Context: an optimization exercise on an open-source flow, tuned for small area, a short achievable clock period and few clock cycles per item. The choices shown serve that exercise and are no tape-out recipe. The RTL was checked by simulation tests, not by an equivalence proof against the original design.

run A:
Design radix_string_to_integer_unit, start of the top module:
module radix_string_to_integer_unit (
    input  logic                              i_clk,
    input  logic                              i_rst_n,
    input  logic                              i_valid,
    output logic                              o_ready,
    input  logic [7:0]                        i_ch,
    input  logic                              i_first,
    output logic                              o_valid,
    input  logic                              i_ready,
    output logic signed [rsti_pkg::VAL_W-1:0] o_value,
    input  logic                              i_cfg_we,
    input  logic [1:0]                        i_cfg_idx,
    input  logic [rsti_pkg::VAL_W-1:0]        i_cfg_data
);
    logic [7:0]                  r_booth;
    logic [4:0]                  r_rm1;
    logic [rsti_pkg::CNT_W-1:0]  r_digit_count;
    logic [rsti_pkg::VAL_W-1:0]  r_digits_low;
    logic [rsti_pkg::VAL_W-1:0]  r_digits_high;
    logic                        w_qvalid;
    rsti_pkg::t_tok              w_qtok;
    logic                        w_qpop;
    always_ff @(posedge i_clk) begin
        if (!i_rst_n) begin
  ...
For scale: about 240 flip-flops, ~150 I/O pins.
Settings: LEC_CHECK=0, CAP_MARGIN=20, CORE_MARGIN=2, CORE_UTILIZATION=60, PLACE_DENSITY=0.75, SETUP_SLACK_MARGIN=2.2, SLEW_MARGIN=20; clock period 6.5 ns.
standard.sh (not shown) runs the stock make flow with config.mk's settings and CLKGATE_MAP_FILE= SYNTH_SCRIPT=/design/flow/synth_recipe.tcl, a recipe that flattens the netlist after the stock synthesis.
==> flow/flow/run.sh <==
#!/bin/bash
# Own flow: the standard layout (standard.sh, unchanged synthesis), with
# two changes: every input and output port still gets its own buffer, but a
# plain sky130_fd_sc_hd__buf_1 rather than the delay cell buffer_ports picks
# by itself; and clock tree synthesis adds no dummy loads. standard.sh's
# output goes to standard.log; each ORFS step keeps its own log under
# orfs/logs/.
set -euo pipefail
bash standard.sh "BUFFER_PORTS_ARGS=-buffer_cell sky130_fd_sc_hd__buf_1" \
  "CTS_ARGS=-sink_clustering_enable -repair_clock_nets -dont_use_dummy_load" \
  finish > standard.log 2>&1
Run A closes out successfully: all stages finished, all timing, DRC and antenna checks passed.
Testbench counts of run A, summed over its fixed seeds: cycles 18,815, items 18,783.
--- input diff run A..run B ---
# run A
export LEC_CHECK = 0
export CAP_MARGIN = 20
export CORE_MARGIN = 2
export CORE_UTILIZATION = 60
export PLACE_DENSITY = 0.75
export SETUP_SLACK_MARGIN = 2.2
export SLEW_MARGIN = 20
create_clock -name core_clock -period 6.5 [get_ports {i_clk}]
# run B
export LEC_CHECK = 0
export ABC_AREA = 1
export CAP_MARGIN = 20
export CORE_MARGIN = 2
export CORE_UTILIZATION = 55
export PLACE_DENSITY = 0.7
export SETUP_SLACK_MARGIN = 2.45
export SLEW_MARGIN = 20
create_clock -name core_clock -period 6.5 [get_ports {i_clk}]
==> flow/flow/run.sh <==
#!/bin/bash
# Own flow: the standard layout (standard.sh, unchanged synthesis), with
# two changes:
#  - every input and output port still gets its own buffer, but a plain
#    sky130_fd_sc_hd__buf_1 rather than the delay cell buffer_ports picks by
#    itself;
#  - clock tree synthesis adds no dummy loads and drives the register
#    clusters with sky130_fd_sc_hd__clkbuf_4 (the tree above them is as
#    usual).
# standard.sh's output goes to standard.log; each ORFS step keeps its own log
# under orfs/logs/.
set -euo pipefail
bash standard.sh "BUFFER_PORTS_ARGS=-buffer_cell sky130_fd_sc_hd__buf_1" \
  "CTS_ARGS=-sink_clustering_enable -repair_clock_nets -dont_use_dummy_load -sink_clustering_buffer sky130_fd_sc_hd__clkbuf_4" \
  finish > standard.log 2>&1
Results
Note that the non-clock buffer count recorded for run A amounts to 1.07 times the value seen in run B.
The lower flip-flop and latch share of the layout cell area came out of run A.
Number of filler instances in the final layout went up by more than 10% going from run A to run B.
Sort run A and run B by maximum number of pins on one net before global-route repair, ascending, and run A comes first.
On count of H-tree levels built during CTS, the lower figure sits with run A, not run B.
From run A to run B the numbers moved as follows: share of synthesized area occupied by flip-flops and latches has increased; share of the clock period used by the worst path after layout went down by 4.9 points.
Run B ended up with a higher post-synthesis instance total than run A did.
Area fraction in and, or, nand and nor cells after synthesis (run B over run A): increase, 2.5 points
In run B, the sum of met2 wire segment lengths after detailed routing came out 2500 um above the value in run A.
The following lists how run C was set up differently from run B:
# run B
export LEC_CHECK = 0
export ABC_AREA = 1
export CAP_MARGIN = 20
export CORE_MARGIN = 2
export CORE_UTILIZATION = 55
export PLACE_DENSITY = 0.7
export SETUP_SLACK_MARGIN = 2.45
export SLEW_MARGIN = 20
create_clock -name core_clock -period 6.5 [get_ports {i_clk}]
# run C
export LEC_CHECK = 0
export ABC_AREA = 1
export CAP_MARGIN = 20
export CORE_MARGIN = 2
export CORE_UTILIZATION = 60
export PLACE_DENSITY = 0.75
export SETUP_SLACK_MARGIN = 2.8
export SLEW_MARGIN = 20
create_clock -name core_clock -period 6.5 [get_ports {i_clk}]
==> flow/flow/run.sh <==
#!/bin/bash
# Own flow: the standard layout (standard.sh, unchanged synthesis), with
# two changes: every input and output port still gets its own buffer, but a
# plain sky130_fd_sc_hd__buf_1 rather than the delay cell buffer_ports picks
# by itself; and clock tree synthesis adds no dummy loads. standard.sh's
# output goes to standard.log; each ORFS step keeps its own log under
# orfs/logs/.
set -euo pipefail
bash standard.sh "BUFFER_PORTS_ARGS=-buffer_cell sky130_fd_sc_hd__buf_1" \
  "CTS_ARGS=-sink_clustering_enable -repair_clock_nets -dont_use_dummy_load" \
  finish > standard.log 2>&1
Notes after the runs:
- The lower layout buffer count excluding clock buffers of run B and run C is in run B.
- The run showing the greater met2 usage in global routing is run C.
- Going from run B to run C, the die area was shrunk.
- Against run B as the reference, run C delivers a higher signed area change from the synthesized netlist to the final layout.
- Re fraction of layout instances using a drive strength above 1: run B and run C aren't equal, and the higher value belongs to run C.
- Against run B, worst hold slack in run C came out better.
- Measured against each other, run B and run C differ in final cycle utilization of the critical path, the lower figure coming from run B.


v46:
radix_string_to_integer_unit again, from the RTL that the note above started with.
==> flow/config.mk <==
export PLATFORM = sky130hd
export DESIGN_NAME = radix_string_to_integer_unit
export DESIGN_NICKNAME = radix_string_to_integer_unit
export VERILOG_FILES = /design/flow/design.v
export SDC_FILE = /design/flow/constraint.sdc
export NUM_CORES = 4
export LEC_CHECK = 0
export ABC_AREA = 1
export CAP_MARGIN = 20
export CORE_MARGIN = 2
export CORE_UTILIZATION = 55
export PLACE_DENSITY = 0.7
export SETUP_SLACK_MARGIN = 2.55
export SLEW_MARGIN = 20
==> flow/constraint.sdc <==
create_clock -name core_clock -period 6.5 [get_ports {i_clk}]
set_input_delay 1.3000 -clock core_clock [delete_from_list [all_inputs] [get_ports {i_clk}]]
set_output_delay 1.3000 -clock core_clock [all_outputs]
set_load 0.01 [all_outputs]
==> flow/flow/run.sh <==
#!/bin/bash
# Own flow: the standard layout (standard.sh, unchanged synthesis), with
# two changes:
#  - every input and output port still gets its own buffer, but a plain
#    sky130_fd_sc_hd__buf_1 rather than the delay cell buffer_ports picks by
#    itself;
#  - clock tree synthesis adds no dummy loads and drives the register
#    clusters with sky130_fd_sc_hd__clkbuf_4 (the tree above them is as
#    usual).
# standard.sh's output goes to standard.log; each ORFS step keeps its own log
# under orfs/logs/.
set -euo pipefail
bash standard.sh "BUFFER_PORTS_ARGS=-buffer_cell sky130_fd_sc_hd__buf_1" \
  "CTS_ARGS=-sink_clustering_enable -repair_clock_nets -dont_use_dummy_load -sink_clustering_buffer sky130_fd_sc_hd__clkbuf_4" \
  finish > standard.log 2>&1
Testbench counts of v46, summed over its fixed seeds: cycles 18,815, items 18,783.
Input changes introduced in v9 (baseline for comparison: v46):
- changing SETUP_SLACK_MARGIN from 2.55 to 2.5
==> flow/flow/run.sh <==
#!/bin/bash
# Own flow: the standard layout (standard.sh, unchanged synthesis), with
# two changes: every input and output port still gets its own buffer, but a
# plain sky130_fd_sc_hd__buf_1 rather than the delay cell buffer_ports picks
# by itself; and clock tree synthesis adds no dummy loads. standard.sh's
# output goes to standard.log; each ORFS step keeps its own log under
# orfs/logs/.
set -euo pipefail
bash standard.sh "BUFFER_PORTS_ARGS=-buffer_cell sky130_fd_sc_hd__buf_1" \
  "CTS_ARGS=-sink_clustering_enable -repair_clock_nets -dont_use_dummy_load -sink_clustering_buffer sky130_fd_sc_hd__clkbuf_2" \
  finish > standard.log 2>&1
## What came out
Result for v46 and v9: all clean. Compared with v46, in v9 area of the multi-input gates went down by about 1.4%, number of primary I/O pins closely matched the old numbers, overall track demand over capacity in global routing lower. Routability congestion estimate from global placement was lower in the run labelled v46. Summary of v9 over v46: area overhead of the layout relative to synthesis went down 2.6 points. Summary: with v46 as the reference, routed wire length in v9 moved down by a few percent.
diff inputs: v9 => v19
- a change of PLACE_DENSITY from 0.7 to 0.75
- a change of SETUP_SLACK_MARGIN from 2.5 to 2.0
- a deleted ABC_AREA that had been 1
- a change of CORE_UTILIZATION from 55 to 60
==> flow/flow/run.sh <==
#!/bin/bash
# Own flow: the standard layout (standard.sh, unchanged synthesis), with
# one change: every input and output port still gets its own buffer, but a
# plain sky130_fd_sc_hd__buf_1 rather than the delay cell buffer_ports picks
# by itself. standard.sh's output goes to standard.log; each ORFS step keeps
# its own log under orfs/logs/.
set -euo pipefail
bash standard.sh "BUFFER_PORTS_ARGS=-buffer_cell sky130_fd_sc_hd__buf_1" finish > standard.log 2>&1
Notes after the runs:
The final layout from v19, which completed every stage, passed the timing, DRC and antenna checks at the end of the flow. Of the two values seen for capture point of the critical path, u_back.r_lo[19]$_DFF_P_ was produced by v9 and u_back.r_hi[25]$_DFF_P_ by v19. v19 vs. v9: highest net fanout along the worst path picked up an extra 3. The buffers inserted during post-CTS setup optimization in v19 sits 4 below the value recorded for v9. [compare] base=v9 new=v19: total wire length shrank by about 7%; die extent in x shrank by about 2.7%. Share of layout cells above drive strength 1, v9 and v19: lower on v19. Between v9 and v19, the placed standard-cell area is higher for v19.


## build 24
Another version of the RTL of radix_string_to_integer_unit (not shown whole).
For scale: ~240 flip-flops, roughly 150 I/O pins, ~19000 µm² of cells after synthesis.
==> flow/design.v (excerpt) <==
module radix_string_to_integer_unit (
    input  logic                              i_clk,
    input  logic                              i_rst_n,
    input  logic                              i_valid,
    output logic                              o_ready,
    input  logic [7:0]                        i_ch,
    input  logic                              i_first,
    output logic                              o_valid,
    input  logic                              i_ready,
    output logic signed [rsti_pkg::VAL_W-1:0] o_value,
    input  logic                              i_cfg_we,
    input  logic [1:0]                        i_cfg_idx,
    input  logic [rsti_pkg::VAL_W-1:0]        i_cfg_data
);
    logic [7:0]                  r_booth;
    logic [4:0]                  r_rm1;
    logic [rsti_pkg::CNT_W-1:0]  r_digit_count;
    logic [rsti_pkg::VAL_W-1:0]  r_digits_low;
    logic [rsti_pkg::VAL_W-1:0]  r_digits_high;
    logic                        w_qvalid;
    rsti_pkg::t_tok              w_qtok;
    logic                        w_qpop;
    always_ff @(posedge i_clk) begin
        if (!i_rst_n) begin
            r_booth       <= rsti_pkg::booth(rsti_pkg::RST_RADIX);
            r_rm1         <= rsti_pkg::RST_RADIX - 5'd1;
            r_digit_count <= rsti_pkg::RST_DIGIT_COUNT;
            r_digits_low  <= rsti_pkg::RST_DIGITS_LOW;
            r_digits_high <= rsti_pkg::RST_DIGITS_HIGH;
        end else if (i_cfg_we) begin
            case (i_cfg_idx)
                rsti_pkg::REG_RADIX: begin
                    r_booth <= rsti_pkg::booth(i_cfg_data[4:0]);
                    r_rm1   <= i_cfg_data[4:0] - 5'd1;
                end
                rsti_pkg::REG_DIGIT_COUNT: r_digit_count <= i_cfg_data[4:0];
  ...
export LEC_CHECK = 0
export ABC_AREA = 1
export CAP_MARGIN = 20
export CORE_MARGIN = 2
export CORE_UTILIZATION = 55
export PLACE_DENSITY = 0.7
export PLACE_DENSITY_LB_ADDON = 0.1
export SETUP_SLACK_MARGIN = 2.5
export SLEW_MARGIN = 20
create_clock -name core_clock -period 6.5 [get_ports {i_clk}]
==> flow/flow/run.sh <==
#!/bin/bash
# Own flow: the standard layout (standard.sh, unchanged synthesis), with
# two changes:
#  - every input and output port still gets its own buffer, but a plain
#    sky130_fd_sc_hd__buf_1 rather than the delay cell buffer_ports picks by
#    itself;
#  - clock tree synthesis adds no dummy loads and drives the register
#    clusters with sky130_fd_sc_hd__clkbuf_4 (the tree above them is as
#    usual).
# standard.sh's output goes to standard.log; each ORFS step keeps its own log
# under orfs/logs/.
set -euo pipefail
bash standard.sh "BUFFER_PORTS_ARGS=-buffer_cell sky130_fd_sc_hd__buf_1" \
  "CTS_ARGS=-sink_clustering_enable -repair_clock_nets -dont_use_dummy_load -sink_clustering_buffer sky130_fd_sc_hd__clkbuf_4" \
  finish > standard.log 2>&1
Build 24 has completed all stages; timing, DRC and antenna checks passed.
Testbench counts of build 24, summed over its fixed seeds: cycles 18,815, items 18,783.
> inputs changed (build 24 -> build 41)
-- flow/config.mk --
<<< build 24, line 11
export CORE_UTILIZATION = 55
>>> build 41, line 11
export CORE_UTILIZATION = 52
<<< build 24, line 13
export PLACE_DENSITY_LB_ADDON = 0.1
>>> build 41, line 13
Results
In the floorplan summary, build 41 is listed with a die area greater than that of build 24. From build 24 to build 41 the numbers moved as follows: maximum count of clock buffers along a single path roughly the same, worst-skew pair later-pin latency climbed 0.02 ns, routed wire length increased about 4.7%, sequential share of layout area level, met2 track utilization from global routing saw a decrease. [compare] base=build 24 new=build 41: final weighted congestion in routability-driven placement saw an increase; maximum frequency neither gained nor lost much; total placed cells including tap cells went up.
For build 20, these inputs were changed with respect to build 41:
-- flow/config.mk --
<<< build 41, line 11
export CORE_UTILIZATION = 52
>>> build 20, line 11
export CORE_UTILIZATION = 55
Notes after the runs:
- Every stage of the flow completed for build 20, and the final layout passed the timing, DRC and antenna checks.
- Relative to build 41, the die footprint of build 20 is lower by about 5.3%.
- Diff build 41 -> build 20 | setup slack | increase of 0.060 ns
- Build 41 has a higher weighted congestion at the end of routability-driven global placement than build 20.
- From build 41 to build 20, H-tree level count did not move at all.
- Build 20 vs build 41 — final instance count without filler cells dropped 42.
Setup changes, build 20 to build 65
-- flow/config.mk --
<<< build 20, line 11
export CORE_UTILIZATION = 55
export PLACE_DENSITY = 0.7
>>> build 65, line 11
export CORE_UTILIZATION = 57
export PLACE_DENSITY = 0.72
==> run summary <==
Across build 65 and build 20, none had a timing, DRC or antenna violation.
Compared with build 20, build 65 shows number of stages on the worst hold path higher by 1.
Comparing build 65 with build 20, the total setup violations reported at the end of the flow came out essentially unchanged.
Of build 65 and build 20, the run reporting the higher register-to-register slack was build 20.
Core utilization: build 65 higher than build 20
Against build 20 as the reference, build 65 delivers a higher worst hold slack.
In build 65 the global routing usage on met1 turned out 1.9 points higher than in build 20.
Diff build 20 -> build 65 | final wirelength | up by a few percent
Sequential share of layout area, build 65 and build 20, lower one = build 65.
Where total die area is concerned, build 20 is outperformed by build 65.
Input-level comparison between build 49 and build 65:
-- flow/flow/run.sh --
<<< build 65, line 14
  "CTS_ARGS=-sink_clustering_enable -repair_clock_nets -dont_use_dummy_load -sink_clustering_buffer sky130_fd_sc_hd__clkbuf_4" \
>>> build 49, line 14
  "CTS_ARGS=-sink_clustering_enable -repair_clock_nets -dont_use_dummy_load -sink_clustering_buffer sky130_fd_sc_hd__clkbuf_4 -sink_clustering_size 15" \
-- flow/config.mk --
<<< build 65, line 11
export CORE_UTILIZATION = 57
export PLACE_DENSITY = 0.72
>>> build 49, line 11
export CORE_UTILIZATION = 55
export PLACE_DENSITY = 0.7
Results
Compared with build 65, build 49 ends up with less cell area.
In terms of cell area after placement, build 49 and build 65 differ only marginally.
Delta (build 49 minus build 65): met1 routed wirelength after detailed routing barely changed; share of flip-flops with an asynchronous set or reset after synthesis barely changed.
The final clock skew of build 49 was inferior to that of build 65.
For the count of clock-buffer cells in the layout, build 49 came in 3 higher than build 65 did.
Delta (build 49 minus build 65): post-layout minimum cycle time went down; global-route track usage on met2 held steady; global-route usage decreased by 0.69 points relative to the old numbers.
Of build 65 and build 49, build 65 shows the higher number of buffers other than clock buffers in the final layout, with build 49 below it.

[static timing again, ports no longer ideal]
Ports are ideal in the flow. The routed layouts listed here were re-timed in OpenROAD. Step 1, drivers: a clkbuf_16 drives i_clk and a buf_2 each remaining input, both assumed. Step 2 also shifts input and output timing later by t, the mid clock arrival at the registers, as if the neighbouring blocks saw the same clock. a / b / c = ideal / step 1 / step 2; a / b = the first two.
| run | t (ns) | setup slack, ns | hold slack, ns | worst data-port slew with drivers (ns) | cell pins on the clock port's net |
|---|---|---|---|---|---|
| run A | 0.599 | 2.280 / 2.280 / 2.230 | 0.475 / 0.475 / 0.475 | 0.08 | 1 |
| run B | 0.569 | 2.601 / 2.601 / 2.451 | 0.460 / 0.460 / 0.460 | 0.04 | 1 |
| run C | 0.599 | 2.485 / 2.485 / 2.485 | 0.466 / 0.466 / 0.466 | 0.04 | 1 |
| v46 | 0.583 | 2.556 / 2.556 / 2.457 | 0.452 / 0.452 / 0.452 | 0.08 | 1 |
| v9 | 0.567 | 2.603 / 2.603 / 2.292 | 0.470 / 0.470 / 0.470 | 0.07 | 1 |
| v19 | 0.623 | 2.110 / 2.110 / 2.110 | 0.477 / 0.477 / 0.477 | 0.07 | 1 |
| build 24 | 0.576 | 2.572 / 2.572 / 2.446 | 0.456 / 0.456 / 0.456 | 0.08 | 1 |
| build 41 | 0.586 | 2.582 / 2.582 / 2.481 | 0.467 / 0.467 / 0.467 | 0.06 | 1 |
| build 20 | 0.573 | 2.642 / 2.642 / 2.259 | 0.450 / 0.450 / 0.450 | 0.07 | 1 |
| build 65 | 0.570 | 2.569 / 2.569 / 2.569 | 0.457 / 0.457 / 0.457 | 0.06 | 1 |
| build 49 | 0.573 | 2.642 / 2.642 / 2.259 | 0.450 / 0.450 / 0.450 | 0.07 | 1 |
After both steps every run listed still meets setup and hold.
